This is an optimization exercise on Yosys and OpenROAD, whose aim is small area, a short achievable clock period and few clock cycles per item, not a production implementation.

## JK
Design nn_top, start of the top module:
module nn_top (
    input  logic        clk,
    input  logic        rst_n,
    input  logic        in_valid_d,
    input  logic        in_valid_w1,
    input  logic        in_valid_w2,
    input  logic [15:0] data_point,
    input  logic [15:0] weight1,
    input  logic [15:0] weight2,
    output logic        out_valid,
    output logic [15:0] out
);
    logic                                         x_valid;
    logic [STEP_BITS-1:0]                         x_step;
    logic [STEP_BITS-1:0]                         count;
    logic [HIDDEN-1:0][WORD_BITS-1:0]             w1_head;
    logic [HIDDEN-1:0]                            w1_ok;
    logic [HIDDEN-1:0][WORD_BITS-1:0]             w2;
    logic [HIDDEN-1:0]                            w2_ok;
    sample_loader sample_loader_i (
        .clk          (clk),
        .rst_n        (rst_n),
        .in_valid_d   (in_valid_d),
        .count        (count),
        .x_valid      (x_valid),
        .x_step       (x_step)
    );
    weight_loader weight_loader_i (
        .clk         (clk),
        .rst_n       (rst_n),
        .in_valid_d  (in_valid_d),
        .count       (count),
        .in_valid_w1 (in_valid_w1),
        .weight1     (weight1),
        .in_valid_w2 (in_valid_w2),
        .weight2     (weight2),
        .w1_head     (w1_head),
        .w1_ok       (w1_ok),
        .w2          (w2),
        .w2_ok       (w2_ok)
    );
    forward_engine forward_engine_i (
        .clk          (clk),
        .rst_n        (rst_n),
        .in_valid_d   (in_valid_d),
        .data_point   (data_point),
        .count        (count),
        .x_valid      (x_valid),
        .x_step       (x_step),
        .w1_head      (w1_head),
        .w2           (w2),
        .w1_ok        (w1_ok),
        .w2_ok        (w2_ok),
        .out_valid    (out_valid),
        .out          (out)
    );
endmodule
Size: about 3000 cells after synthesis, about 440 flip-flops, ~70 I/O pins, about 33000 sq um of cells after synthesis.
==> module forward_engine, before the edit <==
module forward_engine (
    input  logic                                                                   clk,
    input  logic                                                                   rst_n,
    input  logic                                                                   in_valid_d,
    input  logic [nn_num_pkg::WORD_BITS-1:0]                                       data_point,
    input  logic [nn_seq_pkg::STEP_BITS-1:0]                                       count,
    input  logic                                                                   x_valid,
    input  logic [nn_seq_pkg::STEP_BITS-1:0]                                       x_step,
    input  logic [nn_num_pkg::HIDDEN-1:0][nn_num_pkg::WORD_BITS-1:0]                 w1_head,
    input  logic [nn_num_pkg::HIDDEN-1:0]                                            w1_ok,
    input  logic [nn_num_pkg::HIDDEN-1:0][nn_num_pkg::WORD_BITS-1:0]                 w2,
    input  logic [nn_num_pkg::HIDDEN-1:0]                                            w2_ok,
    output logic                                                                   out_valid,
    output logic [nn_num_pkg::WORD_BITS-1:0]                                       out
);
    logic                             out_mul;   
    logic                             out_sum;   
    logic                             add_acc;   
    logic [HIDDEN-1:0][WORD_BITS-1:0] acc;       
    logic                             first;     
    logic [HIDDEN-1:0][WORD_BITS-1:0] mac_a;     
    logic [HIDDEN-1:0][WORD_BITS-1:0] next_b;    
    logic [HIDDEN-1:0]                next_ok;
    logic [HIDDEN-1:0][7:0]           next_one;  
    logic [HIDDEN-1:0][7:0]           next_two;
    logic [HIDDEN-1:0][7:0]           next_neg;
    logic [HIDDEN-1:0][7:0]           mac_one;   
    logic [HIDDEN-1:0][7:0]           mac_two;
    logic [HIDDEN-1:0][7:0]           mac_neg;
    logic [HIDDEN-1:0][WORD_BITS-1:0] mac_c;
    logic [HIDDEN-1:0][WORD_BITS-1:0] mac_y;
    always_ff @(posedge clk or negedge rst_n) begin
        if (!rst_n) begin
            out_mul <= 1'b0;
            out_sum <= 1'b0;
            add_acc <= 1'b0;
            first   <= 1'b0;
        end else begin
            out_mul <= x_valid && (x_step == LAST_WORD);
            out_sum <= out_mul;
            add_acc <= in_valid_d && (count != '0);
            first   <= in_valid_d && (count == '0);
        end
    end
    always_comb begin
        for (int j = 0; j < HIDDEN; j++) begin
            if (in_valid_d) begin
                next_b[j]  = w1_head[j];
                next_ok[j] = w1_ok[j];
            end else begin
                next_b[j]  = w2[j];
                next_ok[j] = w2_ok[j];
            end
        end
    end
    for (genvar j = 0; j < HIDDEN; j++) begin : g_enc
        booth_enc enc_i (
            .b   (next_b[j]),
            .ok  (next_ok[j]),
            .one (next_one[j]),
            .two (next_two[j]),
            .neg (next_neg[j])
        );
    end
    always_ff @(posedge clk) begin
        for (int j = 0; j < HIDDEN; j++) begin
            if (in_valid_d) begin
                mac_a[j] <= data_point;
            end else begin
                mac_a[j] <= mac_y[j][WORD_BITS-1] ? '0 : mac_y[j];
            end
        end
        mac_one <= next_one;
        mac_two <= next_two;
        mac_neg <= next_neg;
    end
    localparam logic [WORD_BITS-1:0] BOOTH_K = 16'hAB00;
    always_comb begin
        for (int j = 0; j < HIDDEN; j++) begin
            if (add_acc) begin
                mac_c[j] = acc[j];
            end else if (first) begin
                mac_c[j] = WORD_BITS'(4 * BOOTH_K);
            end else begin
                mac_c[j] = BOOTH_K;
            end
        end
    end
    for (genvar j = 0; j < HIDDEN; j++) begin : g_mac
        booth_mac mac_i (
            .a    (mac_a[j]),
            .one  (mac_one[j]),
            .two  (mac_two[j]),
            .neg  (mac_neg[j]),
            .c    (mac_c[j]),
            .y    (mac_y[j])
        );
    end
    always_ff @(posedge clk) begin
        if (x_valid || out_mul) begin
            acc <= mac_y;
        end
    end
    always_ff @(posedge clk or negedge rst_n) begin
        if (!rst_n) begin
            out_valid <= 1'b0;
            out       <= '0;
        end else if (out_sum) begin
            out_valid <= 1'b1;
            out       <= acc[0] + acc[1] + acc[2];
        end else begin
            out_valid <= 1'b0;
            out       <= '0;
        end
    end
endmodule
clock: 12.0 ns
lec_check: 0
abc_area: 0
abc_clock_period_in_ps: 4000
cap_margin: 20
core_margin: 2
core_utilization: 40
setup_slack_margin: 5
slew_margin: 20
standard.sh (not shown) runs the stock make flow with config.mk's settings and CLKGATE_MAP_FILE= SYNTH_SCRIPT=/design/flow/synth_recipe.tcl, a recipe that flattens the netlist after the stock synthesis.
==> flow/flow/run.sh <==
#!/bin/bash
set -euo pipefail
MARGIN=${MARGIN:-7}
TNS=${TNS:-100}
# The standard synthesis, unchanged
bash standard.sh synth > synth.log 2>&1
# The rest of the standard flow with the wider repair margin
sed -e "s/SETUP_SLACK_MARGIN=[-0-9.]*/SETUP_SLACK_MARGIN=$MARGIN TNS_END_PERCENT=$TNS/" standard.sh > layout.sh
grep -q "SETUP_SLACK_MARGIN=$MARGIN" layout.sh
bash layout.sh finish > layout.log 2>&1
Relative to JK, the following input files were edited for MS:
diff --git a/flow/design.v b/flow/design.v
--- a/flow/design.v
+++ b/flow/design.v
@@ -127,10 +127,10 @@
 );
     logic                             out_mul;   
     logic                             out_sum;   
-    logic                             add_acc;   
     logic [HIDDEN-1:0][WORD_BITS-1:0] acc;       
-    logic                             first;     
     logic [HIDDEN-1:0][WORD_BITS-1:0] mac_a;     
+    logic [HIDDEN-1:0]                mac_a_neg;  
+    logic [HIDDEN-1:0][WORD_BITS-1:0] mac_a_relu;
     logic [HIDDEN-1:0][WORD_BITS-1:0] next_b;    
     logic [HIDDEN-1:0]                next_ok;
     logic [HIDDEN-1:0][7:0]           next_one;  
@@ -145,13 +145,9 @@
         if (!rst_n) begin
             out_mul <= 1'b0;
             out_sum <= 1'b0;
-            add_acc <= 1'b0;
-            first   <= 1'b0;
         end else begin
             out_mul <= x_valid && (x_step == LAST_WORD);
             out_sum <= out_mul;
-            add_acc <= in_valid_d && (count != '0);
-            first   <= in_valid_d && (count == '0);
         end
     end
     always_comb begin
@@ -177,30 +173,26 @@
     always_ff @(posedge clk) begin
         for (int j = 0; j < HIDDEN; j++) begin
             if (in_valid_d) begin
-                mac_a[j] <= data_point;
+                mac_a[j]     <= data_point;
+                mac_a_neg[j] <= 1'b0;
             end else begin
-                mac_a[j] <= mac_y[j][WORD_BITS-1] ? '0 : mac_y[j];
+                mac_a[j]     <= mac_y[j];
+                mac_a_neg[j] <= mac_y[j][WORD_BITS-1];
             end
         end
         mac_one <= next_one;
         mac_two <= next_two;
         mac_neg <= next_neg;
     end
-    localparam logic [WORD_BITS-1:0] BOOTH_K = 16'hAB00;
     always_comb begin
         for (int j = 0; j < HIDDEN; j++) begin
-            if (add_acc) begin
-                mac_c[j] = acc[j];
-            end else if (first) begin
-                mac_c[j] = WORD_BITS'(4 * BOOTH_K);
-            end else begin
-                mac_c[j] = BOOTH_K;
-            end
+            mac_a_relu[j] = mac_a_neg[j] ? '0 : mac_a[j];
+            mac_c[j]      = acc[j];
         end
     end
     for (genvar j = 0; j < HIDDEN; j++) begin : g_mac
         booth_mac mac_i (
-            .a    (mac_a[j]),
+            .a    (mac_a_relu[j]),
             .one  (mac_one[j]),
             .two  (mac_two[j]),
             .neg  (mac_neg[j]),
@@ -208,9 +200,16 @@
             .y    (mac_y[j])
         );
     end
+    localparam logic [WORD_BITS-1:0] BOOTH_K = 16'hAB00;
     always_ff @(posedge clk) begin
-        if (x_valid || out_mul) begin
-            acc <= mac_y;
+        for (int j = 0; j < HIDDEN; j++) begin
+            if (in_valid_d && count == '0) begin
+                acc[j] <= WORD_BITS'(4 * BOOTH_K);
+            end else if (x_valid && x_step == LAST_WORD) begin
+                acc[j] <= BOOTH_K;
+            end else if (x_valid || out_mul) begin
+                acc[j] <= mac_y[j];
+            end
         end
     end
     always_ff @(posedge clk or negedge rst_n) begin
--- outcome ---
Taking JK as the reference point, the share of flip-flops with an asynchronous set or reset of MS falls by 0.50 points.
When MS is set beside JK, its sequential cell count of the final layout turns out to be 0.68% larger.
Comparing MS against JK, there is no change at all in I/O pin total.
Compared to JK, MS has post-CTS setup buffer count 8 higher.
MS has number of synthesized register bits above what JK had.
MS: number of enable-type register cells in the synthesized netlist is 17% lower than what JK reported.
Endpoint of the most critical setup path: forward_engine_i.acc[31] -> MS, forward_engine_i.mac_a[36] -> JK
MS ends up with a final cell utilization of the core that is 0.66 points higher than in JK.
Diff MS..JK | share of cell area taken by muxes after synthesis | negligible
Diff JK -> MS | via count of the first global-routing pass | increase of 12%
Die area was higher in MS than in JK.
Function was not checked in any run of this note: the RTL went through the layout flow alone.

port drivers added, routing unchanged:
Ports are ideal in the flow. The routed layouts listed here were re-timed in OpenROAD.
Step 1 sets driving cells, clkbuf_16 on the clock port and buf_2 on the other inputs (assumed; they add their load-dependent delay and slew).
Step 2 times the ports against the registers' clock, not the clock port: input delays grow and output delays shrink by t, the midpoint of the rising clock arrivals with the driver on.
Slacks: ideal / step 1 / step 2; pairs: ideal / step 1.
run | t (ns) | setup slack, ns | hold slack, ns
JK | 0.659 | 6.837 / 6.837 / 6.837 | 0.405 / 0.405 / 0.405
MS | 0.662 | 7.011 / 7.011 / 6.907 | 0.411 / 0.411 / 0.411
After both steps setup and hold are still met in every run listed. The setup slack of MS, which loses most, moves by 0.000 ns with the drivers and by -0.104 ns with both steps.
